What follows belongs to an exercise in optimizing a design on an open flow for small area; a production flow would make more cautious choices.
The RTL was checked by simulation tests, not by an equivalence proof against the original design. The flow treats the clock pin as an ideal source, which a real chip does not have.

[config.mk]
export PLATFORM = sky130hd
export DESIGN_NAME = viterbi_decoder
export DESIGN_NICKNAME = viterbi_decoder
export VERILOG_FILES = /design/flow/design.v
export SDC_FILE = /design/flow/constraint.sdc
export NUM_CORES = 4
export LEC_CHECK = 0
export CAP_MARGIN = 20
export CORE_MARGIN = 2
export CORE_UTILIZATION = 40
export SLEW_MARGIN = 20
[run.sh]
#!/bin/bash
# synth_recipe.tcl (not shown) runs the flow's synth.tcl, then flattens the netlist and writes it again
# the make line also repeats each setting of config.mk as NAME=value (left out here)
make -C /OpenROAD-flow-scripts/flow DESIGN_CONFIG=/design/flow/config.mk WORK_HOME=/design/flow/orfs CLKGATE_MAP_FILE= SYNTH_SCRIPT=/design/flow/synth_recipe.tcl finish
[constraint.sdc]
create_clock -name core_clock -period 7.0 [get_ports {clk}]
set_input_delay 1.4000 -clock core_clock [delete_from_list [all_inputs] [get_ports {clk}]]
set_output_delay 1.4000 -clock core_clock [all_outputs]
set_load 0.01 [all_outputs]
[design.v]
`timescale 1ns/1ps
package viterbi_pkg;
  localparam int CONSTRAINT_LEN = 7;
  localparam int NUM_STATES = 2 ** (CONSTRAINT_LEN - 1);
  localparam logic [CONSTRAINT_LEN-1:0] POLY_G0 = 7'o171;
  localparam logic [CONSTRAINT_LEN-1:0] POLY_G1 = 7'o133;
  localparam int METRIC_W = 20;
  localparam int PM_W = 13;
  localparam int HI_W = METRIC_W - PM_W;
  typedef logic [7:0] soft_t;
  localparam int BM_W = 9;
  typedef logic [BM_W-1:0] branch_metric_t;
  typedef logic [METRIC_W-1:0] metric_t;
  typedef logic [PM_W-1:0] pm_t;
  typedef logic [CONSTRAINT_LEN-2:0] state_t;
  typedef logic [NUM_STATES-1:0] decision_vec_t;
  localparam soft_t SOFT_MAX = 8'd255;
  function automatic logic [1:0] expected_code(state_t state, logic bit_in);
    logic [CONSTRAINT_LEN-1:0] word;
    word = {bit_in, state};
    expected_code = {^(word & POLY_G1), ^(word & POLY_G0)};
  endfunction
endpackage
`timescale 1ns/1ps
module acs_unit (
  input  viterbi_pkg::pm_t            metric_p0_i,
  input  viterbi_pkg::pm_t            metric_p1_i,
  input  viterbi_pkg::branch_metric_t branch_p0_i,
  input  viterbi_pkg::branch_metric_t branch_p1_i,
  output viterbi_pkg::pm_t            next_metric_o,
  output logic                        decision_o
);
  localparam int PM_W = viterbi_pkg::PM_W;
  localparam int BM_W = viterbi_pkg::BM_W;
  viterbi_pkg::pm_t cand_p0;
  viterbi_pkg::pm_t cand_p1;
  logic [PM_W:0]    cy0;
  logic [PM_W:0]    cy1;
  logic [PM_W-1:0]  cyc;
  always_comb begin
    cy0[0] = 1'b0;
    cy1[0] = 1'b0;
    for (int b = 0; b < PM_W; b++) begin
      if (b < BM_W) begin
        cand_p0[b] = metric_p0_i[b] ^ branch_p0_i[b] ^ cy0[b];
        cy0[b+1]   = (metric_p0_i[b] & branch_p0_i[b]) | (cy0[b] & (metric_p0_i[b] ^ branch_p0_i[b]));
        cand_p1[b] = metric_p1_i[b] ^ branch_p1_i[b] ^ cy1[b];
        cy1[b+1]   = (metric_p1_i[b] & branch_p1_i[b]) | (cy1[b] & (metric_p1_i[b] ^ branch_p1_i[b]));
      end else begin
        cand_p0[b] = metric_p0_i[b] ^ cy0[b];
        cy0[b+1]   = metric_p0_i[b] & cy0[b];
        cand_p1[b] = metric_p1_i[b] ^ cy1[b];
        cy1[b+1]   = metric_p1_i[b] & cy1[b];
      end
    end
  end
  always_comb begin
    cyc[0] = 1'b1;
    for (int b = 0; b < PM_W-1; b++) begin
      cyc[b+1] = (cand_p1[b] & ~cand_p0[b]) | (cyc[b] & (cand_p1[b] | ~cand_p0[b]));
    end
  end
  assign decision_o    = cand_p1[PM_W-1] ^ ~cand_p0[PM_W-1] ^ cyc[PM_W-1];
  assign next_metric_o = decision_o ? cand_p1 : cand_p0;
endmodule
`timescale 1ns/1ps
module metric_normalizer (
  input  logic                 clk,
  input  logic                 sys_rst,
  input  logic [viterbi_pkg::NUM_STATES-1:0] msb_i,      
  input  logic [viterbi_pkg::NUM_STATES-1:0] msb2_i,     
  input  viterbi_pkg::pm_t     state0_lo_i,              
  input  viterbi_pkg::pm_t     state0_next_lo_i,         
  input  logic                 update_i,
  output logic [viterbi_pkg::HI_W-1:0] state0_hi_o,      
  output logic                 normalized_o              
);
  localparam int PM_W = viterbi_pkg::PM_W;
  localparam int HI_W = viterbi_pkg::HI_W;
  logic [HI_W-1:0] hi_norm;
  logic [HI_W-1:0] hi_next;
  logic            near;
  logic            case_a;
  logic            case_b;
  logic            any_a;
  logic            any_b;
  logic            all_above;
  logic [PM_W:0]   lo_delta;
  assign near   = ~|state0_hi_o[HI_W-2:0];
  assign case_a = near & (state0_lo_i[PM_W-1:10] == 3'b000);
  assign case_b = near & ((state0_lo_i[PM_W-1:10] == 3'b001) | (state0_lo_i[PM_W-1:10] == 3'b010));
  assign any_a  = |msb_i;
  assign any_b  = |(msb_i & msb2_i);
  assign all_above = state0_hi_o[HI_W-1] & ~(case_a & any_a) & ~(case_b & any_b);
  assign hi_norm = {state0_hi_o[HI_W-1] & ~all_above, state0_hi_o[HI_W-2:0]};
  assign lo_delta = {1'b0, state0_next_lo_i} - {1'b0, state0_lo_i};
  always_comb begin
    case (lo_delta[PM_W:PM_W-1])
      2'b10:   hi_next = hi_norm + 1'b1;
      2'b01:   hi_next = hi_norm - 1'b1;
      default: hi_next = hi_norm;
    endcase
  end
  always_ff @(posedge clk) begin
    if (sys_rst) begin
      state0_hi_o <= '0;
      normalized_o <= 1'b0;
    end else if (update_i) begin
      state0_hi_o <= hi_next;
      normalized_o <= all_above;
    end
  end
endmodule
`timescale 1ns/1ps
module symbol_pair_collector (
  input  logic                clk,
  input  logic                sys_rst,
  input  viterbi_pkg::soft_t  soft_i,
  input  logic                soft_valid_i,
  output logic                soft_ready_o,
  output viterbi_pkg::soft_t  sym_i_o,        
  output logic                q_accept_o      
);
  logic phase_q;
  logic accept;
  assign accept     = soft_valid_i & soft_ready_o;
  assign q_accept_o = accept & phase_q;
  always_ff @(posedge clk) begin
    if (sys_rst) begin
      soft_ready_o <= 1'b0;
      phase_q <= 1'b0;
    end else begin
      soft_ready_o <= 1'b1;
      if (accept) begin
        phase_q <= ~phase_q;
      end
    end
  end
  always_ff @(posedge clk) begin
    if (accept && !phase_q) begin
      sym_i_o <= soft_i;
    end
  end
endmodule
`timescale 1ns/1ps
module branch_metric_unit (
  input  logic                        clk,
  input  viterbi_pkg::soft_t          sym_i_i,
  input  viterbi_pkg::soft_t          sym_q_i,
  input  logic                        load_i,
  output viterbi_pkg::branch_metric_t metric_00_o,
  output viterbi_pkg::branch_metric_t metric_01_o,
  output viterbi_pkg::branch_metric_t metric_10_o,
  output viterbi_pkg::branch_metric_t metric_11_o
);
  viterbi_pkg::soft_t i_one;
  viterbi_pkg::soft_t q_one;
  assign i_one = viterbi_pkg::SOFT_MAX - sym_i_i;
  assign q_one = viterbi_pkg::SOFT_MAX - sym_q_i;
  always_ff @(posedge clk) begin
    if (load_i) begin
      metric_00_o <= viterbi_pkg::branch_metric_t'(sym_i_i) + viterbi_pkg::branch_metric_t'(sym_q_i);
      metric_01_o <= viterbi_pkg::branch_metric_t'(i_one) + viterbi_pkg::branch_metric_t'(sym_q_i);
      metric_10_o <= viterbi_pkg::branch_metric_t'(sym_i_i) + viterbi_pkg::branch_metric_t'(q_one);
      metric_11_o <= viterbi_pkg::branch_metric_t'(i_one) + viterbi_pkg::branch_metric_t'(q_one);
    end else begin
      metric_00_o <= metric_11_o;
      metric_01_o <= metric_10_o;
      metric_10_o <= metric_01_o;
      metric_11_o <= metric_00_o;
    end
  end
endmodule
`timescale 1ns/1ps
module trellis_array (
  input  logic                        clk,
  input  logic                        sys_rst,
  input  viterbi_pkg::branch_metric_t metric_00_i,
  input  viterbi_pkg::branch_metric_t metric_01_i,
  input  viterbi_pkg::branch_metric_t metric_10_i,
  input  viterbi_pkg::branch_metric_t metric_11_i,
  input  logic                        first_i,       
  input  logic                        second_i,      
  output viterbi_pkg::decision_vec_t  decisions_o,
  output viterbi_pkg::metric_t        state0_metric_o,
  output logic                        normalized_o
);
  localparam int PM_W  = viterbi_pkg::PM_W;
  localparam int HALF  = viterbi_pkg::NUM_STATES / 2;
  logic [viterbi_pkg::NUM_STATES*PM_W-1:0] path_metrics;
  logic [HALF*PM_W-1:0]                    first_half;
  logic [viterbi_pkg::NUM_STATES-1:0]      msb;
  logic [viterbi_pkg::NUM_STATES-1:0]      msb2;
  logic [viterbi_pkg::HI_W-1:0]            state0_hi;
  viterbi_pkg::branch_metric_t branch [4];
  assign branch[0] = metric_00_i;
  assign branch[1] = metric_01_i;
  assign branch[2] = metric_10_i;
  assign branch[3] = metric_11_i;
  for (genvar k = 0; k < HALF; k++) begin : g_unit
    localparam viterbi_pkg::state_t N = viterbi_pkg::state_t'(k);
    localparam viterbi_pkg::state_t P0 = N << 1;
    localparam viterbi_pkg::state_t P1 = P0 | viterbi_pkg::state_t'(1);
    localparam logic [1:0] CODE_P0 = viterbi_pkg::expected_code(P0, 1'b0);
    localparam logic [1:0] CODE_P1 = viterbi_pkg::expected_code(P1, 1'b0);
    viterbi_pkg::pm_t next_metric;
    logic             decision;
    acs_unit u_acs_unit (
      .metric_p0_i   (path_metrics[P0*PM_W +: PM_W]),
      .metric_p1_i   (path_metrics[P1*PM_W +: PM_W]),
      .branch_p0_i   (branch[CODE_P0]),
      .branch_p1_i   (branch[CODE_P1]),
      .next_metric_o (next_metric),
      .decision_o    (decision)
    );
    always_ff @(posedge clk) begin
      first_half[k*PM_W +: PM_W] <= next_metric;
      decisions_o[k+HALF] <= decision;
      if (first_i) begin
        decisions_o[k] <= decision;
      end
    end
    always_ff @(posedge clk) begin
      if (sys_rst) begin
        path_metrics[k*PM_W +: PM_W] <= '0;
        path_metrics[(k+HALF)*PM_W +: PM_W] <= '0;
      end else if (second_i) begin
        path_metrics[k*PM_W +: PM_W] <= first_half[k*PM_W +: PM_W];
        path_metrics[(k+HALF)*PM_W +: PM_W] <= next_metric;
      end
    end
  end
  for (genvar n = 0; n < viterbi_pkg::NUM_STATES; n++) begin : g_msb
    assign msb[n]  = path_metrics[n*PM_W + PM_W-1];
    assign msb2[n] = path_metrics[n*PM_W + PM_W-2];
  end
  metric_normalizer u_metric_normalizer (
    .clk              (clk),
    .sys_rst          (sys_rst),
    .msb_i            (msb),
    .msb2_i           (msb2),
    .state0_lo_i      (path_metrics[PM_W-1:0]),
    .state0_next_lo_i (first_half[PM_W-1:0]),
    .update_i         (second_i),
    .state0_hi_o      (state0_hi),
    .normalized_o     (normalized_o)
  );
  assign state0_metric_o = {state0_hi, path_metrics[PM_W-1:0]};
endmodule
`timescale 1ns/1ps
module viterbi_decoder (
  input  logic                       clk,
  input  logic                       sys_rst,
  input  viterbi_pkg::soft_t         soft_i,
  input  logic                       soft_valid_i,
  output logic                       soft_ready_o,
  output viterbi_pkg::decision_vec_t decisions_o,
  output logic                       decision_valid_o,
  output viterbi_pkg::metric_t       state0_metric_o,
  output logic                       normalized_o
);
  viterbi_pkg::soft_t          sym_i;
  logic                        q_accept;
  viterbi_pkg::branch_metric_t metric_00;
  viterbi_pkg::branch_metric_t metric_01;
  viterbi_pkg::branch_metric_t metric_10;
  viterbi_pkg::branch_metric_t metric_11;
  logic                        first_q;
  logic                        second_q;
  symbol_pair_collector u_symbol_pair_collector (
    .clk          (clk),
    .sys_rst      (sys_rst),
    .soft_i       (soft_i),
    .soft_valid_i (soft_valid_i),
    .soft_ready_o (soft_ready_o),
    .sym_i_o      (sym_i),
    .q_accept_o   (q_accept)
  );
  branch_metric_unit u_branch_metric_unit (
    .clk         (clk),
    .sym_i_i     (sym_i),
    .sym_q_i     (soft_i),
    .load_i      (q_accept),
    .metric_00_o (metric_00),
    .metric_01_o (metric_01),
    .metric_10_o (metric_10),
    .metric_11_o (metric_11)
  );
  always_ff @(posedge clk) begin
    if (sys_rst) begin
      first_q <= 1'b0;
      second_q <= 1'b0;
      decision_valid_o <= 1'b0;
    end else begin
      first_q <= q_accept;
      second_q <= first_q;
      decision_valid_o <= second_q;
    end
  end
  trellis_array u_trellis_array (
    .clk             (clk),
    .sys_rst         (sys_rst),
    .metric_00_i     (metric_00),
    .metric_01_i     (metric_01),
    .metric_10_i     (metric_10),
    .metric_11_i     (metric_11),
    .first_i         (first_q),
    .second_i        (second_q),
    .decisions_o     (decisions_o),
    .state0_metric_o (state0_metric_o),
    .normalized_o    (normalized_o)
  );
endmodule
==> metrics.csv, run 1 <==
stage,metric,value,unit
worst_setup_path,rr_startpoint,u_branch_metric_unit.metric_10_o[0],
clock_tree,hold_buffers,0,
drt,drtAntennaViolNets,0,
global_routing,grt_pass1_wl,339000,um
timing,period_needed,6.76,ns
worst_setup_path,critPathRequiredTime,7.65,ns
placed_design,io_buffers,97,
worst_setup_path,worstSetupPathType,reg2reg,
logic_synthesis,syn-mean-instance-area,10.4,um^2
clock_tree,clockBufferDepth,3,
placed_design,place_congestion,0.947,
timing,worst_pin_slew,1.33,ns
floorplanning,core,176000,um^2
drt,drcViolationCount,0,
timing,relSlewSlack,11.4,%
global_routing,antenna_found_initial,8,
worst_setup_path,worstSetupStartpoint,u_branch_metric_unit.metric_10_o[0],
logic_synthesis,synth_top_area_cell,dfxtp_1,
outcome,status,timing/DRC/antenna clean,
logic_synthesis,synth.yosys.seq_area_share,39.3,%
logic_synthesis,synth_flop_cell,dfxtp_1,
logic_synthesis,synthDistinctLibCells,81,
finish,drive_gt1_share,12.2,%
logic_synthesis,yosys-top-cells-count,"dfxtp_1 (1,329), nor2_1 (1,220), mux2i_1 (559)",
drt,wl_per_cell,24.9,um
global_routing,grt_max_degree,175,
clock_tree,cts_sinks,1369,
worst_setup_path,arrival,7.42,ns
logic_synthesis,synth_nets,7607,
global_routing,grt_use_total,25.7,%
logic_synthesis,ys_top_cells_by_area,"dfxtp_1 (38%), fa_1 (15%), mux2i_1 (7.9%)",
timing,fmaxAchievable,0.148,GHz
timing,post-route-period-util,96.6,%
clock_tree,cts-buffers-inserted,154,
timing,final-setup-viol-count,0,
finish,fin_cells,9409,
floorplanning,dieHeight,424,um
min_path,min_path_type,reg2reg,
logic_synthesis,yosysMostFrequentCell,dfxtp_1,
timing,timing.hold.ws,0.450,ns
drt,viasPerCell,5.30,
placed_design,dpl.cell_count,9117,
floorplanning,die_w,424,um
logic_synthesis,synth_warnings,8,
logic_synthesis,yosys.area.top_type_share,37.6,%
clock_tree,clkLatencyLatePin,0.83,ns
worst_setup_path,r2r_slack,0.24,ns
floorplanning,die_area,180000,um^2
clock_tree,tritoncts,yes,
global_routing,overflow,0,
drt,num_vias,49900,
clock_tree,htree_levels,4,
clock_tree,clk_pin_slew_worst_paths,0.06,ns
drt,detail_route.iter0.violations,4332,
global_routing,grt_pass1_vias,48700,
worst_setup_path,worstSetupStartpointType,flop,
timing,maxSlewViolCount,0,
timing,tns,0,ns
logic_synthesis,synthCells,6773,
min_path,hp-start,u_trellis_array.first_half[151],
finish,area_growth,14.8,%
floorplanning,initial_core_util,40.2,%
logic_synthesis,async_flop_share,0,%
timing,fin_skew,0.0417,ns
flow_run,max-cap-violations,0,
timing,hold_violations,0,
drt,wl,234000,um
placed_design,hpwl,174000,um
clock_tree,cts_root_buf,clkbuf_16,
logic_synthesis,synth_edf_count,40,
floorplanning,boundaryPins,98,
drt,firstDrtPassIters,6,
worst_setup_path,cp_max_fo,7,
floorplanning,rows,154,
logic_synthesis,synth_seq_cells,1369,
logic_synthesis,synth_area,70700,um^2
worst_setup_path,crit_path_end_kind,flop,
finish,nNetsFinal,7775,
==> cell usage in the layout, fill, tap and decap left out, types with 40 or more instances in the layout <==
master              n
dfxtp_1          1298
nor2_1           1219
mux2i_1           557
inv_1             548
fa_1              513
o21a_1            326
ha_1              306
mux2_2            294
clkbuf_16         162
buf_4             156
nor2b_1           122
nand2_1           113
maj3_1            112
nand2b_1          103
xnor2_1           100
a21oi_1           100
clkdlybuf4s50_1    96
o21ai_0            83
nor3_1             74
xor2_1             40
edfxtp_1           40
==> cell families (layout without fill, tap and decap cells) <==
logic type | after synthesis | in the layout | share of synthesized area, %
xor+xnor | 160 | 160 | 2.00
flops | 1369 | 1369 | 39.3
other cells | 0 | 1 | 0
compound gates | 839 | 839 | 8.65
mux | 873 | 873 | 13.0
fa+ha+maj | 949 | 949 | 21.9
simple gates | 1748 | 1748 | 10.7
buf+inv | 835 | 1130 | 4.53
==> what timing repair did <==
| item | in CTS | in global routing |
|---|---|---|
| resized for setup | 0 | 39 |
| endpoints found under the hold margin | 0 | 0 |
| setup endpoints to repair | 0 | 194 |
| setup buffers | 0 | 6 |
==> worst max-delay path: stages, from the launching register on <==
cell,delay (ns)
dfxtp_1,0.34
buf_12,0.17
ha_1,0.21
fa_1,0.38
fa_1,0.39
fa_1,0.39
fa_1,0.39
fa_1,0.40
fa_1,0.42
fa_1,0.37
inv_1,0.08
fa_1,0.49
maj3_1,0.39
a2111oi_0,0.43
o21ai_1,0.21
a31oi_1,0.22
nor3_1,0.07
o22ai_1,0.22
xnor2_1,0.24
inv_1,0.19
mux2i_2,0.37
buf_4,0.17
o31ai_1,0.05
==> metal layers <==
| metal | share of wire [%] | up-vias | GRT usage [%] |
|---|---|---|---|
| li1 | - | 23000 | - |
| met1 | 45 | 25000 | 35.7 |
| met5 | 0.0094 | - | 0 |
| met3 | 5.4 | 380 | 3.62 |
| met4 | 4.7 | 4 | 11.1 |
| met2 | 45 | 1481 | 40.1 |
==> registers in the layout (all words and copies together) (netlist names), 7 cells and up <==
name	cells
u_branch_metric_unit.metric_00_o	9
u_branch_metric_unit.metric_01_o	9
u_branch_metric_unit.metric_10_o	9
u_branch_metric_unit.metric_11_o	9
u_symbol_pair_collector.sym_i_o	8
u_trellis_array.decisions_o	64
u_trellis_array.first_half	416
u_trellis_array.path_metrics	832
u_trellis_array.u_metric_normalizer.state0_hi_o	7
==> final cells by class <==
cell class,instances,area [um^2]
Fill cell,16300,94800
Multi-Input combinational cell,4569,39900
Sequential cell,1369,27900
Clock buffer,211,4470
Tap cell,2340,2930
Timing Repair Buffer,292,2860
Inverter,555,2090
Clock inverter,72,1020
Antenna cell,1,2.50
==> worst paths after layout <==
path | to | cells past startpoint
worst max-delay path | u_trellis_array.path_metrics[710] | 22
worst min-delay path | u_trellis_array.path_metrics[151] | 2
worst min register to register | u_trellis_array.path_metrics[151] | 2
worst max register to register | u_trellis_array.path_metrics[710] | 22
==> per-stage QoR <==
stage          area (um^2)  utilization, %  worst slack, ns
2_1_floorplan        70700               -            0.130
3_3_place_gp         75400            42.9            0.104
3_5_place_dp         75400            42.9           0.0459
4_1_cts              80900            46.0           0.0246
5_1_grt              81200            46.1          -0.0208
6_report             81200            46.1            0.238
==> run 2, diff against run 1 <==
--- a/design.v
+++ b/design.v
@@ -154,20 +154,16 @@
   output viterbi_pkg::branch_metric_t metric_11_o
 );
   viterbi_pkg::soft_t i_one;
-  viterbi_pkg::soft_t q_one;
   assign i_one = viterbi_pkg::SOFT_MAX - sym_i_i;
-  assign q_one = viterbi_pkg::SOFT_MAX - sym_q_i;
+  assign metric_11_o = ~metric_00_o - 1'b1;
+  assign metric_10_o = ~metric_01_o - 1'b1;
   always_ff @(posedge clk) begin
     if (load_i) begin
       metric_00_o <= viterbi_pkg::branch_metric_t'(sym_i_i) + viterbi_pkg::branch_metric_t'(sym_q_i);
       metric_01_o <= viterbi_pkg::branch_metric_t'(i_one) + viterbi_pkg::branch_metric_t'(sym_q_i);
-      metric_10_o <= viterbi_pkg::branch_metric_t'(sym_i_i) + viterbi_pkg::branch_metric_t'(q_one);
-      metric_11_o <= viterbi_pkg::branch_metric_t'(i_one) + viterbi_pkg::branch_metric_t'(q_one);
     end else begin
       metric_00_o <= metric_11_o;
       metric_01_o <= metric_10_o;
-      metric_10_o <= metric_01_o;
-      metric_11_o <= metric_00_o;
     end
   end
 endmodule
--- a/config.mk
+++ b/config.mk
@@ -7,5 +7,6 @@
 export LEC_CHECK = 0
 export CAP_MARGIN = 20
 export CORE_MARGIN = 2
-export CORE_UTILIZATION = 40
+export CORE_UTILIZATION = 65
+export CTS_BUF_LIST = sky130_fd_sc_hd__clkbuf_8
 export SLEW_MARGIN = 20
==> run 2 against run 1 <==
Effect of this change:
- setup slack worse by 0.12 ns
- largest cell class unchanged
- global-route usage is 15 points higher
- register-to-register slack worse by 0.12 ns
- flip-flop and latch count is 18 lower
- first-iteration DRC count rose by 16%
- count of clock-buffer cells in the layout increased by 69
==> metrics.csv, run 2 <==
stage,metric,value,unit,change
outcome,status,timing/DRC/antenna clean,,unchanged
global_routing,grt_pass1_vias,50700,,"was 48,700"
clock_tree,clkLatencyLatePin,0.93,ns,was 0.83 ns
worst_setup_path,worstSetupPathType,reg2reg,,unchanged
worst_setup_path,r2r_slack,0.11,ns,was 0.24 ns
logic_synthesis,yosys-top-cells-count,"dfxtp_1 (1,309), nor2_1 (1,001), inv_1 (629)",,"was dfxtp_1 (1,329), nor2_1 (1,220), mux2i_1 (559)"
logic_synthesis,synthCells,6716,,"was 6,773"
logic_synthesis,syn-mean-instance-area,10.3,um^2,was 10.4 um^2
logic_synthesis,yosysMostFrequentCell,dfxtp_1,,unchanged
worst_setup_path,critPathRequiredTime,7.80,ns,was 7.65 ns
logic_synthesis,synth.yosys.seq_area_share,39.8,%,was 39.3%
global_routing,grt_max_degree,212,,was 175
logic_synthesis,yosys.area.top_type_share,38.0,%,was 37.6%
timing,hold_violations,0,,unchanged
timing,post-route-period-util,98.4,%,was 96.6%
clock_tree,cts_root_buf,clkbuf_8,,was clkbuf_16
drt,drtAntennaViolNets,0,,unchanged
global_routing,gr-usage-met2,62.3,%,was 40.1%
timing,maxSlewViolCount,0,,unchanged
drt,drcViolationCount,0,,unchanged
placed_design,pre_cts_ws,-0.0502,ns,was 0.0459 ns
logic_synthesis,synth_warnings,8,,unchanged
timing,relSlewSlack,9.80,%,was 11.4%
timing,fin_ws,0.114,ns,was 0.238 ns
worst_setup_path,arrival,7.69,ns,was 7.42 ns
global_routing,use_met1,53.5,%,was 35.7%
drt,wl,224000,um,"was 234,000 um"
floorplanning,boundaryPins,98,,unchanged
finish,area_growth,14.2,%,was 14.8%
drt,num_vias,52100,,"was 49,900"
finish,final_common_cell,dfxtp_1,,unchanged
finish,utilization,74.8,%,was 46.1%
logic_synthesis,synth_area,69000,um^2,"was 70,700 um^2"
placed_design,hpwl,164000,um,"was 174,000 um"
logic_synthesis,synth_top_area_cell,dfxtp_1,,unchanged
logic_synthesis,synth_flop_cell,dfxtp_1,,unchanged
timing,worst_pin_slew,1.35,ns,was 1.33 ns
clock_tree,cts_sinks,1351,,"was 1,369"
finish,final_cell_mix,"dfxtp_1 (1,293), nor2_1 (995), inv_1 (683)",,"was dfxtp_1 (1,298), nor2_1 (1,219), mux2i_1 (557)"
drt,firstDrtPassIters,6,,unchanged
worst_setup_path,cp_max_fo,16,,was 7
clock_tree,clk_pin_slew_worst_paths,0.07,ns,was 0.06 ns
placed_design,place_congestion,1.02,,was 0.947
min_path,min_path_type,reg2reg,,unchanged
logic_synthesis,synth_edf_count,42,,was 40
finish,reg_top3,"u_trellis_array.path_metrics x832, u_trellis_array.first_half x416, u_trellis_array.decisions_o x64",,unchanged
timing,tns,0,ns,unchanged
global_routing,antenna_found_initial,3,,was 8
floorplanning,die_w,330,um,was 424 um
logic_synthesis,synthDistinctLibCells,89,,was 81
floorplanning,dieHeight,330,um,was 424 um
logic_synthesis,synth_nets,7534,,"was 7,607"
clock_tree,cts-buffers-inserted,215,,was 154
drt,wl_per_cell,26.2,um,was 24.9 um
timing,fmaxAchievable,0.145,GHz,was 0.148 GHz
logic_synthesis,synth_seq_cells,1351,,"was 1,369"
global_routing,busiest_layer,met2,,unchanged
drt,detail_route.iter0.violations,5007,,"was 4,332"
global_routing,grt_pass1_wl,324000,um,"was 339,000 um"
worst_setup_path,worstSetupStartpointType,flop,,unchanged
timing,period_needed,6.89,ns,was 6.76 ns
floorplanning,core,105000,um^2,"was 176,000 um^2"
placed_design,io_buffers,97,,unchanged
timing,fin_skew,0.0300,ns,was 0.0417 ns
global_routing,grt_use_total,40.7,%,was 25.7%
global_routing,overflow,0,,unchanged
floorplanning,die_area,109000,um^2,"was 180,000 um^2"
finish,largest_register_ffs,832,,unchanged
clock_tree,hold_buffers,0,,unchanged
finish,nNetsFinal,7814,,"was 7,775"
drt,viasPerCell,6.08,,was 5.30
global_routing,grt_use_met3,8.62,%,was 3.62%
clock_tree,htree_levels,4,,unchanged
finish,drive_gt1_share,13.3,%,was 12.2%
logic_synthesis,ys_top_cells_by_area,"dfxtp_1 (38%), fa_1 (15%), mux2i_1 (9.0%)",,"was dfxtp_1 (38%), fa_1 (15%), mux2i_1 (7.9%)"
floorplanning,rows,119,,was 154
floorplanning,initial_core_util,65.5,%,was 40.2%
flow_run,max-cap-violations,0,,unchanged
clock_tree,tritoncts,yes,,unchanged
finish,max_flop_register,u_trellis_array.path_metrics,,unchanged
clock_tree,clockBufferDepth,3,,unchanged
worst_setup_path,crit_path_end_kind,flop,,unchanged
logic_synthesis,async_flop_share,0,%,unchanged
timing,final-setup-viol-count,0,,unchanged
[run 2: cell types whose count changed in the layout (fill, tap and decap cells not counted), moves of 88 or more]
cell / previous run / this run
o21a_1: 326 / 86
clkbuf_8: 23 / 280
nand2_1: 113 / 336
mux2_2: 294 / 83
nor2_1: 1219 / 995
a22o_1: 18 / 116
clkbuf_16: 162 / 8
or2_2: 1 / 89
inv_1: 548 / 683
[run 2: kinds of logic (layout without fill, tap and decap cells)]
family                     Yosys count  in the layout  synth area share (%)
other                                0              6                     0
DFF                               1351           1351                  39.8
xor gates and xnor gates           162            163                  2.12
AOI/OAI and AO/OA                  901            901                  9.75
muxes                              709            709                  10.5
adders and majority gates          918            918                  21.9
and+or+nand+nor                   1768           1768                  11.0
buffers and inverters              907           1362                  5.02
[run 2: metal layers]
metal,share of wire (%),up-vias,wire (um)
met4,7.1,6,15900
met3,8.9,636,19900
met1,40,25700,89500
met5,0.038,-,85
li1,-,23300,-
met2,44,2505,99100
[run 2: final cells by class]
class,instances,area [um^2]
Clock buffer,280,3850
Fill cell,7445,26500
Timing Repair Buffer,338,3470
Inverter,631,2380
Clock inverter,113,778
Multi-Input combinational cell,4459,39100
Sequential cell,1351,27500
Antenna cell,6,15.0
Tap cell,1391,1740
[run 2: worst max-delay path, stage by stage (launching register included)]
cell      delay [ns]
edfxtp_1        0.42
buf_12          0.18
buf_8           0.18
ha_1            0.23
fa_1            0.38
fa_1            0.40
fa_1            0.41
fa_1            0.41
fa_2            0.36
fa_1            0.39
fa_1            0.37
inv_1           0.08
fa_2            0.46
nor2_2          0.12
nor3_1          0.05
a21oi_1         0.15
o31ai_2         0.12
maj3_2          0.32
maj3_2          0.31
maj3_2          0.35
xor2_4          0.34
buf_12          0.18
mux2_2          0.36
o21a_1          0.18
[run 2: what timing repair did]
| action | in CTS | in global routing |
|---|---|---|
| gates cloned | 0 | 12 |
| pin swaps | 2 | 33 |
| resized for setup | 2 | 129 |
| setup buffers | 1 | 42 |
| endpoints found under the setup margin | 10 | 252 |
[run 2: worst paths after layout]
kind	startpoint	endpoint	cells after the start
worst max-delay path	u_branch_metric_unit.metric_01_o[0]	u_trellis_array.path_metrics[685]	23
worst min-delay path	u_trellis_array.first_half[242]	u_trellis_array.path_metrics[242]	2
worst max register to register	u_branch_metric_unit.metric_01_o[0]	u_trellis_array.path_metrics[685]	23
worst min register to register	u_trellis_array.first_half[242]	u_trellis_array.path_metrics[242]	2
[run 2: stage by stage]
| step | instances | hold WS [ns] | area, um^2 |
|---|---|---|---|
| floorplan | 6716 | 0.440 | 69200 |
| global placement | 8113 | 0.442 | 72900 |
| detailed placement | 8114 | 0.453 | 72900 |
| CTS | 8508 | 0.460 | 77600 |
| global route | 8568 | 0.471 | 78800 |
| finish | 8569 | 0.454 | 78800 |
==> run 3, diff against run 2 <==
--- a/design.v
+++ b/design.v
@@ -155,8 +155,12 @@
 );
   viterbi_pkg::soft_t i_one;
   assign i_one = viterbi_pkg::SOFT_MAX - sym_i_i;
-  assign metric_11_o = ~metric_00_o - 1'b1;
-  assign metric_10_o = ~metric_01_o - 1'b1;
+  always_comb begin
+    for (int b = 0; b < viterbi_pkg::BM_W; b++) begin
+      metric_11_o[b] = ~metric_00_o[b] ^ (&(metric_00_o | ~((9'd1 << b) - 9'd1)));
+      metric_10_o[b] = ~metric_01_o[b] ^ (&(metric_01_o | ~((9'd1 << b) - 9'd1)));
+    end
+  end
   always_ff @(posedge clk) begin
     if (load_i) begin
       metric_00_o <= viterbi_pkg::branch_metric_t'(sym_i_i) + viterbi_pkg::branch_metric_t'(sym_q_i);
@@ -177,6 +181,7 @@
   input  viterbi_pkg::branch_metric_t metric_11_i,
   input  logic                        first_i,       
   input  logic                        second_i,      
+  input  logic                        clear_i,       
   output viterbi_pkg::decision_vec_t  decisions_o,
   output viterbi_pkg::metric_t        state0_metric_o,
   output logic                        normalized_o
@@ -199,6 +204,7 @@
     localparam viterbi_pkg::state_t P1 = P0 | viterbi_pkg::state_t'(1);
     localparam logic [1:0] CODE_P0 = viterbi_pkg::expected_code(P0, 1'b0);
     localparam logic [1:0] CODE_P1 = viterbi_pkg::expected_code(P1, 1'b0);
+    viterbi_pkg::pm_t acs_metric;
     viterbi_pkg::pm_t next_metric;
     logic             decision;
     acs_unit u_acs_unit (
@@ -206,9 +212,10 @@
       .metric_p1_i   (path_metrics[P1*PM_W +: PM_W]),
       .branch_p0_i   (branch[CODE_P0]),
       .branch_p1_i   (branch[CODE_P1]),
-      .next_metric_o (next_metric),
+      .next_metric_o (acs_metric),
       .decision_o    (decision)
     );
+    assign next_metric = clear_i ? '0 : acs_metric;
     always_ff @(posedge clk) begin
       first_half[k*PM_W +: PM_W] <= next_metric;
       decisions_o[k+HALF] <= decision;
@@ -217,10 +224,7 @@
       end
     end
     always_ff @(posedge clk) begin
-      if (sys_rst) begin
-        path_metrics[k*PM_W +: PM_W] <= '0;
-        path_metrics[(k+HALF)*PM_W +: PM_W] <= '0;
-      end else if (second_i) begin
+      if (second_i || clear_i) begin
         path_metrics[k*PM_W +: PM_W] <= first_half[k*PM_W +: PM_W];
         path_metrics[(k+HALF)*PM_W +: PM_W] <= next_metric;
       end
@@ -263,6 +267,8 @@
   viterbi_pkg::branch_metric_t metric_11;
   logic                        first_q;
   logic                        second_q;
+  logic                        rst_q;
+  logic                        clear;
   symbol_pair_collector u_symbol_pair_collector (
     .clk          (clk),
     .sys_rst      (sys_rst),
@@ -293,6 +299,10 @@
       decision_valid_o <= second_q;
     end
   end
+  always_ff @(posedge clk) begin
+    rst_q <= sys_rst;
+  end
+  assign clear = sys_rst | rst_q;
   trellis_array u_trellis_array (
     .clk             (clk),
     .sys_rst         (sys_rst),
@@ -302,6 +312,7 @@
     .metric_11_i     (metric_11),
     .first_i         (first_q),
     .second_i        (second_q),
+    .clear_i         (clear),
     .decisions_o     (decisions_o),
     .state0_metric_o (state0_metric_o),
     .normalized_o    (normalized_o)
--- a/config.mk
+++ b/config.mk
@@ -9,4 +9,5 @@
 export CORE_MARGIN = 2
 export CORE_UTILIZATION = 65
 export CTS_BUF_LIST = sky130_fd_sc_hd__clkbuf_8
+export SETUP_SLACK_MARGIN = 0.1
 export SLEW_MARGIN = 20
==> run 3 against run 2 <==
Effect of this change:
- still clean on timing, DRC and antenna
- sequential share of layout area up 11 points
- wire length down 8.9%
- hold slack worse by 0.068 ns
- flip-flop and latch count up 1
- setup slack worse by 0.0038 ns
- critical endpoint is now u_trellis_array.path_metrics[509]
- register-to-register slack about the same
==> metrics.csv, run 3 <==
stage,metric,value,unit,change
placed_design,pre_cts_ws,-0.270,ns,was -0.0502 ns
clock_tree,cts_root_buf,clkbuf_8,,unchanged
placed_design,io_buffers,97,,unchanged
timing,final-setup-viol-count,0,,unchanged
drt,wl,205000,um,"was 224,000 um"
global_routing,overflow,0,,unchanged
floorplanning,die_area,106000,um^2,"was 109,000 um^2"
finish,final_common_cell,edfxtp_1,,was dfxtp_1
drt,detail_route.iter0.violations,5354,,"was 5,007"
finish,nNetsFinal,6432,,"was 7,814"
drt,viasPerCell,6.21,,was 6.08
logic_synthesis,synth_nets,5960,,"was 7,534"
logic_synthesis,synth_warnings,8,,unchanged
outcome,status,timing/DRC/antenna clean,,unchanged
clock_tree,clkLatencyLatePin,0.93,ns,about the same
worst_setup_path,cp_max_fo,11,,was 16
logic_synthesis,ys_top_cells_by_area,"edfxtp_1 (39%), fa_1 (15%), dfxtp_1 (14%)",,"was dfxtp_1 (38%), fa_1 (15%), mux2i_1 (9.0%)"
placed_design,place_congestion,1.00,,was 1.02
worst_setup_path,reg2reg_depth,25,,was 23
logic_synthesis,yosys.area.top_type_share,39.2,%,was 38.0%
worst_setup_path,arrival,7.65,ns,was 7.69 ns
drt,firstDrtPassIters,6,,unchanged
finish,utilization,77.3,%,was 74.8%
drt,drtAntennaViolNets,0,,unchanged
logic_synthesis,syn-mean-instance-area,13.0,um^2,was 10.3 um^2
finish,final_cell_mix,"edfxtp_1 (874), inv_1 (586), dfxtp_1 (474)",,"was dfxtp_1 (1,293), nor2_1 (995), inv_1 (683)"
clock_tree,hold_buffers,0,,unchanged
worst_setup_path,worstSetupStartpointType,flop,,unchanged
logic_synthesis,synth_top_area_cell,edfxtp_1,,was dfxtp_1
timing,post-route-period-util,98.4,%,about the same
timing,worst_pin_slew,1.17,ns,was 1.35 ns
timing,relSlewSlack,22.2,%,was 9.80%
worst_setup_path,crit_path_end_kind,flop,,unchanged
logic_synthesis,async_flop_share,0,%,unchanged
finish,largest_register_ffs,832,,unchanged
clock_tree,clockBufferDepth,3,,unchanged
timing,fin_ws,0.110,ns,was 0.114 ns
flow_run,max-cap-violations,0,,unchanged
worst_setup_path,r2r_slack,0.11,ns,about the same
logic_synthesis,synthDistinctLibCells,77,,was 89
timing,tns,0,ns,unchanged
global_routing,use_met1,50.9,%,was 53.5%
drt,drcViolationCount,0,,unchanged
placed_design,hpwl,142000,um,"was 164,000 um"
worst_setup_path,crit_cells,25,,was 23
worst_setup_path,crit_buf_inv,6,,was 4
placed_design,place_area,71400,um^2,"was 72,900 um^2"
finish,area_growth,17.6,%,was 14.2%
worst_setup_path,worst_path_dominant_cell_family,adder cells,,unchanged
drt,wl_per_cell,28.5,um,was 26.2 um
clock_tree,cts-buffers-inserted,209,,was 215
global_routing,busiest_layer,met2,,unchanged
timing,fin_skew,0.0412,ns,was 0.0300 ns
global_routing,grt_use_total,37.6,%,was 40.7%
timing,period_needed,6.89,ns,about the same
logic_synthesis,synth_edf_count,874,,was 42
worst_setup_path,critPathRequiredTime,7.76,ns,was 7.80 ns
finish,stdcell_area,78700,um^2,"was 78,800 um^2"
timing,rsz0062_at_grt,true,,
global_routing,antenna_found_initial,6,,was 3
worst_setup_path,crit_slowest_cell,fa_2,,unchanged
min_path,min_path_type,reg2reg,,unchanged
floorplanning,boundaryPins,98,,unchanged
logic_synthesis,synthCells,5138,,"was 6,716"
drt,num_vias,44500,,"was 52,100"
logic_synthesis,synth_flop_cell,edfxtp_1,,was dfxtp_1
global_routing,grt_pass1_wl,282000,um,"was 324,000 um"
timing,maxSlewViolCount,0,,unchanged
clock_tree,tritoncts,yes,,unchanged
logic_synthesis,synth_seq_cells,1352,,"was 1,351"
logic_synthesis,synth.yosys.seq_area_share,53.5,%,was 39.8%
global_routing,grt_pass1_vias,42200,,"was 50,700"
clock_tree,clk_pin_slew_worst_paths,0.07,ns,about the same
finish,max_flop_register,u_trellis_array.path_metrics,,unchanged
global_routing,grt_max_degree,151,,was 212
finish,drive_gt1_share,18.1,%,was 13.3%
clock_tree,cts_sinks,1352,,"was 1,351"
worst_setup_path,slowest_delay,0.48,ns,was 0.46 ns
timing,fmaxAchievable,0.145,GHz,about the same
floorplanning,dieHeight,325,um,was 330 um
timing,hold_violations,0,,unchanged
logic_synthesis,yosys-top-cells-count,"edfxtp_1 (874), inv_1 (542), fa_1 (515)",,"was dfxtp_1 (1,309), nor2_1 (1,001), inv_1 (629)"
min_path,hold_depth,0,,was 2
floorplanning,initial_core_util,65.7,%,was 65.5%
floorplanning,core,102000,um^2,"was 105,000 um^2"
logic_synthesis,yosysMostFrequentCell,edfxtp_1,,was dfxtp_1
global_routing,grt_use_met3,8.56,%,was 8.62%
logic_synthesis,synth_area,66900,um^2,"was 69,000 um^2"
floorplanning,die_w,325,um,was 330 um
global_routing,gr-usage-met2,56.5,%,was 62.3%
worst_setup_path,worstSetupPathType,reg2reg,,unchanged
finish,reg_top3,"u_trellis_array.path_metrics x832, u_trellis_array.first_half x416, u_trellis_array.decisions_o x64",,unchanged
floorplanning,rows,117,,was 119
clock_tree,htree_levels,4,,unchanged
[run 3: per-stage QoR]
step	hold slack, ns	std cells
floorplan	0.386	5138
global placement	0.386	6662
detailed placement	0.389	6662
CTS	0.390	7068
global route	0.396	7167
finish	0.386	7170
[run 3: logic make-up (layout without fill, tap and decap cells)]
kind of cell	count (synthesis)	after routing	share of synthesized area (%)
buffers and inverters	679	1329	3.86
XOR/XNOR	159	165	2.11
AND/OR/NAND/NOR	1112	1113	7.77
AO/OA/AOI/OAI	782	782	8.14
adder cells (fa/ha/maj)	896	896	22.2
flip-flops	1352	1352	53.5
multiplexers	158	158	2.37
other	0	7	0
[run 3: final cells by class]
| type | instances | area [um^2] |
|---|---|---|
| Inverter | 542 | 2050 |
| Tap cell | 1368 | 1710 |
| Antenna cell | 7 | 17.5 |
| Multi-Input combinational cell | 3114 | 30800 |
| Timing Repair Buffer | 391 | 3880 |
| Fill cell | 6309 | 23200 |
| Clock buffer | 254 | 3500 |
| Sequential cell | 1352 | 35800 |
| Clock inverter | 142 | 915 |
[run 3: what timing repair did]
action                                  in CTS  in global routing
pin swaps                                    3                 73
endpoints found under the setup margin      89                596
setup buffers                                9                 72
resized for setup                           29                304
gates cloned                                 1                 22
[run 3: layer usage]
layer | vias to the layer above | routed length (um)
li1 | 19200 | -
met1 | 22100 | 77300
met2 | 2718 | 90900
met3 | 546 | 22100
met4 | 0 | 14400
met5 | - | 0
[run 3: worst register-to-register path, cell delays in order, from the launching register on]
cell	delay, ns
edfxtp_1	0.41
buf_4	0.18
buf_12	0.13
clkbuf_16	0.19
buf_4	0.20
ha_1	0.23
fa_2	0.36
fa_2	0.35
fa_1	0.40
fa_2	0.35
fa_1	0.39
fa_1	0.39
fa_1	0.38
inv_1	0.09
fa_2	0.48
or2_4	0.26
a21oi_4	0.14
nor3_1	0.06
a21o_1	0.18
o21bai_1	0.15
a2bb2oi_1	0.15
maj3_2	0.40
xor2_4	0.22
buf_4	0.20
or2_2	0.28
a21oi_2	0.18
[run 3: path summary, 6_finish.rpt]
kind                                       endpoint                           startpoint
setup / recovery  u_trellis_array.path_metrics[509]  u_branch_metric_unit.metric_01_o[0]
hold / removal     u_trellis_array.path_metrics[91]       u_trellis_array.first_half[91]
setup reg to reg  u_trellis_array.path_metrics[509]  u_branch_metric_unit.metric_01_o[0]
hold reg to reg    u_trellis_array.path_metrics[91]       u_trellis_array.first_half[91]
==> run 4, diff against run 3 <==
==> flow/run.sh (new file) <==
#!/bin/bash
# The standard layout, with one change: clock tree synthesis clusters up
# to 30 flip-flops under each clkbuf_16 leaf buffer and inserts no dummy
# loads. Everything else (synthesis, floorplan, power grid, placement,
# routing) is standard.sh unchanged. Its full output goes to standard.log.
set -euo pipefail
export CTS_ARGS="-sink_clustering_enable -repair_clock_nets -dont_use_dummy_load -buf_list sky130_fd_sc_hd__clkbuf_16 -sink_clustering_size 30 -sink_clustering_max_diameter 100"
bash standard.sh > standard.log 2>&1
==> standard.sh (new file) <==
#!/bin/bash
# synth_recipe.tcl (not shown) runs the flow's synth.tcl, then flattens the netlist and writes it again
# the make line also repeats each setting of config.mk as NAME=value (left out here)
make -C /OpenROAD-flow-scripts/flow DESIGN_CONFIG=/design/flow/config.mk WORK_HOME=/design/flow/orfs CLKGATE_MAP_FILE= SYNTH_SCRIPT=/design/flow/synth_recipe.tcl "${@:-finish}"
--- a/config.mk
+++ b/config.mk
@@ -8,6 +8,5 @@
 export CAP_MARGIN = 20
 export CORE_MARGIN = 2
 export CORE_UTILIZATION = 65
-export CTS_BUF_LIST = sky130_fd_sc_hd__clkbuf_8
 export SETUP_SLACK_MARGIN = 0.1
 export SLEW_MARGIN = 20
removed: run.sh
==> run 4 against run 3 <==
Effect of this change:
- global-route usage decreased by 0.77 points
- fmax rose by 0.58%
- via count is 3.1% lower
- first-iteration DRC count decreased by 3.0%
- register-to-register slack better by 0.04 ns
- synthesized cell count did not move
- die area is the same
- critical path depth is 1 lower
- largest cell class unchanged
- highest routed layer is now met5
==> metrics.csv, run 4 <==
stage,metric,value,unit,change
outcome,status,timing/DRC/antenna clean,,unchanged
drt,routed.top_layer,met5,,was met4
global_routing,grt_max_degree,151,,unchanged
drt,drtAntennaViolNets,0,,unchanged
clock_tree,tritoncts,yes,,unchanged
clock_tree,cts_root_buf,clkbuf_16,,was clkbuf_8
finish,final_cell_mix,"edfxtp_1 (874), inv_1 (517), dfxtp_1 (474)",,"was edfxtp_1 (874), inv_1 (586), dfxtp_1 (474)"
clock_tree,hold_buffers,0,,unchanged
logic_synthesis,synth.yosys.seq_area_share,53.5,%,unchanged
global_routing,antenna_found_initial,3,,was 6
floorplanning,dieHeight,325,um,unchanged
drt,wl_per_cell,29.4,um,was 28.5 um
placed_design,place_congestion,1.00,,unchanged
floorplanning,boundaryPins,98,,unchanged
drt,detail_route.iter0.violations,5191,,"was 5,354"
logic_synthesis,synth_nets,5960,,unchanged
global_routing,grt_pass1_vias,40500,,"was 42,200"
clock_tree,cts-buffers-inserted,52,,was 209
drt,wl_met2,91800,um,"was 90,900 um"
logic_synthesis,synthCells,5138,,unchanged
floorplanning,initial_core_util,65.7,%,unchanged
finish,stdcell_area,75700,um^2,"was 78,700 um^2"
timing,final-setup-viol-count,0,,unchanged
timing,fmaxAchievable,0.146,GHz,was 0.145 GHz
logic_synthesis,yosysMostFrequentCell,edfxtp_1,,unchanged
finish,fillerInstances,6687,,"was 6,309"
worst_setup_path,arrival,7.37,ns,was 7.65 ns
logic_synthesis,yosys.area.top_type_share,39.2,%,unchanged
placed_design,hpwl,142000,um,unchanged
floorplanning,die_w,325,um,unchanged
timing,fin_ws,0.150,ns,was 0.110 ns
logic_synthesis,async_flop_share,0,%,unchanged
timing,post-route-period-util,97.9,%,was 98.4%
clock_tree,clkLatencyLatePin,0.72,ns,was 0.93 ns
worst_setup_path,cp_max_fo,6,,was 11
floorplanning,rows,117,,unchanged
global_routing,grt_use_total,36.8,%,was 37.6%
finish,drive_gt1_share,14.3,%,was 18.1%
timing,period_needed,6.85,ns,was 6.89 ns
timing,maxSlewViolCount,0,,unchanged
drt,met3_length,20500,um,"was 22,100 um"
worst_setup_path,crit_path_end_kind,flop,,unchanged
finish,area_growth,13.2,%,was 17.6%
min_path,min_path_type,reg2reg,,unchanged
clock_tree,cts_sinks,1352,,unchanged
logic_synthesis,synthDistinctLibCells,77,,unchanged
logic_synthesis,ys_top_cells_by_area,"edfxtp_1 (39%), fa_1 (15%), dfxtp_1 (14%)",,unchanged
placed_design,place_area,71400,um^2,unchanged
worst_setup_path,critPathRequiredTime,7.52,ns,was 7.76 ns
timing,fin_skew,0.0459,ns,was 0.0412 ns
clock_tree,clockBufferDepth,3,,unchanged
global_routing,grt_pass1_wl,276000,um,"was 282,000 um"
flow_run,max-cap-violations,0,,unchanged
drt,drcViolationCount,0,,unchanged
logic_synthesis,synth_seq_cells,1352,,unchanged
worst_setup_path,worstSetupStartpointType,flop,,unchanged
drt,viasPerCell,6.32,,was 6.21
finish,reg_top3,"u_trellis_array.path_metrics x832, u_trellis_array.first_half x416, u_trellis_array.decisions_o x64",,unchanged
finish,fin_cells,6827,,"was 7,170"
logic_synthesis,synth_flop_cell,edfxtp_1,,unchanged
timing,worst_pin_slew,1.16,ns,was 1.17 ns
worst_setup_path,worstSetupPathType,reg2reg,,unchanged
placed_design,pre_cts_ws,-0.270,ns,unchanged
finish,nNetsFinal,6281,,"was 6,432"
finish,utilization,74.3,%,was 77.3%
clock_tree,clk_pin_slew_worst_paths,0.12,ns,was 0.07 ns
placed_design,dpl.cell_count,6662,,unchanged
logic_synthesis,yosys-top-cells-count,"edfxtp_1 (874), inv_1 (542), fa_1 (515)",,unchanged
timing,hold_violations,0,,unchanged
timing,relSlewSlack,22.9,%,was 22.2%
drt,firstDrtPassIters,6,,unchanged
finish,final_common_cell,edfxtp_1,,unchanged
drt,num_vias,43100,,"was 44,500"
drt,wl_met1,76100,um,"was 77,300 um"
logic_synthesis,synth_warnings,8,,unchanged
global_routing,overflow,0,,unchanged
clock_tree,htree_levels,2,,was 4
drt,wl,201000,um,"was 205,000 um"
floorplanning,die_area,106000,um^2,unchanged
finish,max_flop_register,u_trellis_array.path_metrics,,unchanged
logic_synthesis,synth_edf_count,874,,unchanged
logic_synthesis,syn-mean-instance-area,13.0,um^2,unchanged
floorplanning,core,102000,um^2,unchanged
finish,largest_register_ffs,832,,unchanged
placed_design,io_buffers,97,,unchanged
logic_synthesis,synth_top_area_cell,edfxtp_1,,unchanged
logic_synthesis,synth_area,66900,um^2,unchanged
timing,rsz0062_at_grt,true,,unchanged
[run 4: cell type report]
type | count | area, um^2 | share of cell area [%]
Tap cell | 1368 | 1710 | 2.26
Sequential cell | 1352 | 35800 | 47.3
Antenna cell | 2 | 5.00 | 0.00661
Clock buffer | 52 | 1300 | 1.72
Multi-Input combinational cell | 3115 | 30900 | 40.8
Inverter | 542 | 2050 | 2.71
Timing Repair Buffer | 396 | 3940 | 5.20
[run 4: routing by layer]
| layer | global-route usage, % | vias to the layer above |
|---|---|---|
| met5 | 0 | - |
| met4 | 18.2 | 2 |
| met3 | 6.81 | 459 |
| met2 | 56.9 | 2351 |
| met1 | 50.9 | 21700 |
| li1 | - | 18700 |
[run 4: path summary, 6_finish.rpt]
check                                 startpoint  slack [ns]  depth (start not counted)                                 to
max          u_branch_metric_unit.metric_01_o[0]        0.15                         24  u_trellis_array.path_metrics[628]
min              u_trellis_array.first_half[364]        0.40                          0  u_trellis_array.path_metrics[364]
max reg2reg  u_branch_metric_unit.metric_01_o[0]        0.15                         24  u_trellis_array.path_metrics[628]
min reg2reg      u_trellis_array.first_half[364]        0.40                          0  u_trellis_array.path_metrics[364]
[run 4: logic make-up after synthesis]
kind of cell	synth area share, %
AOI/OAI and AO/OA	8.14
muxes	2.37
DFF	53.5
xor gates and xnor gates	2.11
and+or+nand+nor	7.77
adders and majority gates	22.2
buffers and inverters	3.86
[run 4: metrics by stage]
step           setup TNS [ns]  hold slack, ns
2_1_floorplan         -0.0422           0.386
3_3_place_gp           -0.687           0.386
3_5_place_dp            -1.22           0.389
4_1_cts                     0           0.406
5_1_grt              -0.00380           0.414
6_report                    0           0.403
[run 4: repair_timing]
item	in CTS	in global routing
endpoints found under the setup margin	108	557
setup buffers	8	78
pin swaps	2	67
resized for setup	27	310
cloned	1	21
[run 4: critical path, cell delays in order (launching register included)]
cell	delay, ns
edfxtp_1	0.36
buf_4	0.15
buf_12	0.12
clkbuf_16	0.18
buf_4	0.12
ha_1	0.13
inv_1	0.05
fa_1	0.41
fa_1	0.43
fa_1	0.39
fa_1	0.39
fa_1	0.39
fa_1	0.40
fa_1	0.37
inv_1	0.07
fa_1	0.46
nand2_1	0.09
nand2_1	0.09
a221oi_2	0.32
o32ai_1	0.14
a221o_1	0.39
maj3_2	0.37
xnor2_4	0.31
clkbuf_16	0.24
mux2i_2	0.29
==> run 5, diff against run 4 <==
--- a/config.mk
+++ b/config.mk
@@ -5,8 +5,8 @@
 export SDC_FILE = /design/flow/constraint.sdc
 export NUM_CORES = 4
 export LEC_CHECK = 0
-export CAP_MARGIN = 20
+export CAP_MARGIN = 5
 export CORE_MARGIN = 2
 export CORE_UTILIZATION = 65
-export SETUP_SLACK_MARGIN = 0.1
-export SLEW_MARGIN = 20
+export SETUP_SLACK_MARGIN = 0.05
+export SLEW_MARGIN = 5
==> run 5 against run 4 <==
Effect of this change:
- fmax grew 0.45%
- wire length shrank 2.2%
- critical endpoint is now u_trellis_array.path_metrics[673]
==> metrics.csv, run 5 <==
stage,metric,value,unit,change
clock_tree,hold_buffers,0,,unchanged
worst_setup_path,worstSetupStartpoint,u_branch_metric_unit.metric_00_o[0],,was u_branch_metric_unit.metric_01_o[0]
outcome,status,timing/DRC/antenna clean,,unchanged
drt,firstDrtPassIters,6,,unchanged
min_path,hp-start,u_trellis_array.first_half[396],,was u_trellis_array.first_half[364]
worst_setup_path,worstSetupPathType,reg2reg,,unchanged
finish,fillerInstances,6824,,"was 6,687"
worst_setup_path,r2r_slack,0.18,ns,was 0.15 ns
clock_tree,clk_pin_slew_worst_paths,0.12,ns,about the same
worst_setup_path,worst_path_dominant_cell_family,adder cells,,unchanged
clock_tree,cts-buffers-inserted,52,,unchanged
worst_setup_path,crit_slowest_cell,edfxtp_1,,was fa_1
timing,timing.hold.ws,0.362,ns,was 0.403 ns
worst_setup_path,slowest_delay,0.52,ns,was 0.46 ns
drt,drtAntennaViolNets,0,,unchanged
logic_synthesis,synth_seq_cells,1352,,unchanged
logic_synthesis,yosys.area_share.xor_xnor,2.11,%,unchanged
global_routing,grt_pass1_wl,278000,um,"was 276,000 um"
logic_synthesis,yosysMostFrequentCell,edfxtp_1,,unchanged
min_path,min_path_type,reg2reg,,unchanged
logic_synthesis,synth_nets,5960,,unchanged
global_routing,grt_pass1_vias,40600,,"was 40,500"
finish,fin_cells,6760,,"was 6,827"
drt,drcViolationCount,0,,unchanged
logic_synthesis,synthCells,5138,,unchanged
finish,largest_register_ffs,832,,unchanged
clock_tree,tritoncts,yes,,unchanged
logic_synthesis,synth_area,66900,um^2,unchanged
logic_synthesis,syn-mean-instance-area,13.0,um^2,unchanged
placed_design,place_congestion,0.986,,was 1.00
finish,reg_top3,"u_trellis_array.path_metrics x832, u_trellis_array.first_half x416, u_trellis_array.decisions_o x64",,unchanged
finish,drive_gt1_share,12.2,%,was 14.3%
timing,hold_violations,0,,unchanged
logic_synthesis,synth_flop_cell,edfxtp_1,,unchanged
logic_synthesis,synthSimpleGateAreaFrac,7.77,%,unchanged
clock_tree,cts_root_buf,clkbuf_16,,unchanged
logic_synthesis,post_synth_mux_area_share,2.37,%,unchanged
logic_synthesis,synth_top_family_by_area,adder cells,,unchanged
clock_tree,htree_levels,2,,unchanged
drt,wl,196000,um,"was 201,000 um"
min_path,min_to,u_trellis_array.path_metrics[396],,was u_trellis_array.path_metrics[364]
timing,relSlewSlack,14.5,%,was 22.9%
clock_tree,clkLatencyLatePin,0.72,ns,about the same
clock_tree,cts_sinks,1352,,unchanged
drt,detail_route.iter0.violations,5153,,"was 5,191"
timing,fin_ws,0.180,ns,was 0.150 ns
worst_setup_path,crit_path_end_kind,flop,,unchanged
finish,area_growth,11.4,%,was 13.2%
global_routing,antenna_found_initial,2,,was 3
logic_synthesis,synth_top_area_cell,edfxtp_1,,unchanged
floorplanning,dieHeight,325,um,unchanged
global_routing,grt_use_total,36.8,%,about the same
timing,period_needed,6.82,ns,was 6.85 ns
logic_synthesis,synth_edf_count,874,,unchanged
worst_setup_path,cp_max_fo,13,,was 6
placed_design,dpl.cell_count,6646,,"was 6,662"
timing,maxSlewViolCount,0,,unchanged
logic_synthesis,synthAdderAreaFrac,22.2,%,unchanged
worst_setup_path,r2r-end,u_trellis_array.path_metrics[673],,was u_trellis_array.path_metrics[628]
worst_setup_path,cpMostUsedCell,fa_1,,unchanged
timing,worst_pin_slew,1.25,ns,was 1.16 ns
timing,final-setup-viol-count,0,,unchanged
timing,post-route-period-util,97.4,%,was 97.9%
drt,wl_per_cell,29.1,um,was 29.4 um
logic_synthesis,async_flop_share,0,%,unchanged
floorplanning,initial_core_util,65.7,%,unchanged
worst_setup_path,worstSetupStartpointType,flop,,unchanged
logic_synthesis,synthDistinctLibCells,77,,unchanged
logic_synthesis,yosys-top-cells-count,"edfxtp_1 (874), inv_1 (542), fa_1 (515)",,unchanged
placed_design,hpwl,141000,um,"was 142,000 um"
worst_setup_path,crit_buf_inv,6,,was 7
finish,max_flop_register,u_trellis_array.path_metrics,,unchanged
floorplanning,rows,117,,unchanged
flow_run,max-cap-violations,0,,unchanged
finish,nNetsFinal,6215,,"was 6,281"
finish,final_common_cell,edfxtp_1,,unchanged
floorplanning,core,102000,um^2,unchanged
worst_setup_path,crit_chain,ha_4 -> clkinvlp_4 -> buf_12 -> fa_2 -> fa_1 -> fa_1 -> fa_1 -> fa_1 -> fa_1 -> fa_1 -> inv_1 -> fa_1 -> inv_1 -> ha_1 -> inv_1 -> nor2_1 -> o2111ai_1 -> o2111ai_1 -> maj3_1 -> maj3_1 -> xnor2_2 -> buf_12 -> mux2i_1,,was buf_4 -> buf_12 -> clkbuf_16 -> buf_4 -> ha_1 -> inv_1 -> fa_1 -> fa_1 -> fa_1 -> fa_1 -> fa_1 -> fa_1 -> fa_1 -> inv_1 -> fa_1 -> nand2_1 -> nand2_1 -> a221oi_2 -> o32ai_1 -> a221o_1 -> maj3_2 -> xnor2_4 -> clkbuf_16 -> mux2i_2
logic_synthesis,synth_compound_area_share,8.14,%,unchanged
drt,viasPerCell,6.30,,was 6.32
timing,rsz0062_at_grt,true,,unchanged
worst_setup_path,critPathRequiredTime,7.48,ns,was 7.52 ns
floorplanning,die_w,325,um,unchanged
finish,utilization,73.2,%,was 74.3%
timing,fmaxAchievable,0.147,GHz,was 0.146 GHz
logic_synthesis,yosys.area.top_type_share,39.2,%,unchanged
logic_synthesis,ys_top_cells_by_area,"edfxtp_1 (39%), fa_1 (15%), dfxtp_1 (14%)",,unchanged
worst_setup_path,reg2reg_depth,23,,was 24
logic_synthesis,synth.yosys.seq_area_share,53.5,%,unchanged
floorplanning,die_area,106000,um^2,unchanged
placed_design,pre_cts_ws,-0.120,ns,was -0.270 ns
worst_setup_path,rr_startpoint,u_branch_metric_unit.metric_00_o[0],,was u_branch_metric_unit.metric_01_o[0]
placed_design,io_buffers,97,,unchanged
timing,fin_skew,0.0580,ns,was 0.0459 ns
worst_setup_path,arrival,7.30,ns,was 7.37 ns
floorplanning,boundaryPins,98,,unchanged
global_routing,overflow,0,,unchanged
min_path,hold_depth,0,,unchanged
global_routing,grt_max_degree,135,,was 151
logic_synthesis,synth_warnings,8,,unchanged
clock_tree,clockBufferDepth,3,,unchanged
drt,num_vias,42600,,"was 43,100"
finish,final_cell_mix,"edfxtp_1 (874), inv_1 (522), dfxtp_1 (474)",,"was edfxtp_1 (874), inv_1 (517), dfxtp_1 (474)"
-- run 5: cells by family after synthesis --
family,Yosys count
and+or+nand+nor,1112
buffers and inverters,679
xor gates and xnor gates,159
adders and majority gates,896
AOI/OAI and AO/OA,782
muxes,158
DFF,1352
-- run 5: through the flow --
step	instance area [um^2]	setup TNS, ns
global route	74600	-0.550
floorplan	67300	-0.118
finish	74600	0
global placement	71200	-0.0648
CTS	72600	0
detailed placement	71200	-0.222
-- run 5: layout make-up --
cell class	count	area (um^2)	area share (%)
Inverter	542	2050	2.75
Clock buffer	52	1300	1.75
Antenna cell	1	2.50	0.00336
Sequential cell	1352	35800	48.0
Multi-Input combinational cell	3111	30400	40.7
Timing Repair Buffer	334	3310	4.44
Tap cell	1368	1710	2.30
-- run 5: what timing repair did --
| action | in CTS | in global routing |
|---|---|---|
| resized for setup | 12 | 241 |
| buffers inserted | 0 | 51 |
| gates cloned | 0 | 10 |
| hold endpoints to repair | 0 | 0 |
| pin swaps | 0 | 35 |
| setup endpoints to repair | 29 | 575 |
-- run 5: worst max path at each step --
stage | end | slack (ns) | depth (start not counted)
floorplan | u_trellis_array.path_metrics[468] | -0.01 | 19
global placement | u_trellis_array.path_metrics[760] | -0.06 | 23
detailed placement | u_trellis_array.path_metrics[760] | -0.12 | 23
CTS | u_trellis_array.path_metrics[453] | 0.04 | 23
global route | u_trellis_array.path_metrics[604] | -0.06 | 24
finish | u_trellis_array.path_metrics[673] | 0.18 | 23
-- run 5: per-layer routing --
layer / wire [um] / global-route usage, %
met1: 75100 / 50.4
met2: 88200 / 56.5
met3: 19300 / 7.28
met4: 14000 / 19.6
met5: 23 / 0

==> port drivers added, routing unchanged <==
In the flow no input, the clock included, has a driving cell. The finished layouts below were timed again as built, in two steps. Step 1 (the two cells are an assumption about what drives the block):
set clk [get_ports {clk}]
set_driving_cell -lib_cell sky130_fd_sc_hd__clkbuf_16 $clk
set_driving_cell -lib_cell sky130_fd_sc_hd__buf_2 [delete_from_list [all_inputs] $clk]
Step 2 moves the port delays by t, midway between the first and last clock arrival at a register: inputs arrive t later, outputs are due t later. That takes back most of the time a late clock gives input paths. Slacks: no drivers / after step 1 / after step 2; pairs: no drivers / after step 1.
| run | shift t [ns] | slack for setup (ns) | latest minus earliest clock arrival (ns) |
|---|---|---|---|
| run 1 | 0.889 | 0.238 / 0.238 / 0.238 | 0.042 / 0.042 |
| run 2 | 0.982 | 0.114 / 0.114 / 0.114 | 0.031 / 0.031 |
| run 3 | 0.978 | 0.110 / 0.110 / 0.110 | 0.042 / 0.042 |
| run 4 | 0.784 | 0.150 / 0.150 / 0.150 | 0.047 / 0.047 |
| run 5 | 0.766 | 0.180 / 0.180 / 0.180 | 0.061 / 0.061 |
After both steps setup and hold are still met in every run listed.
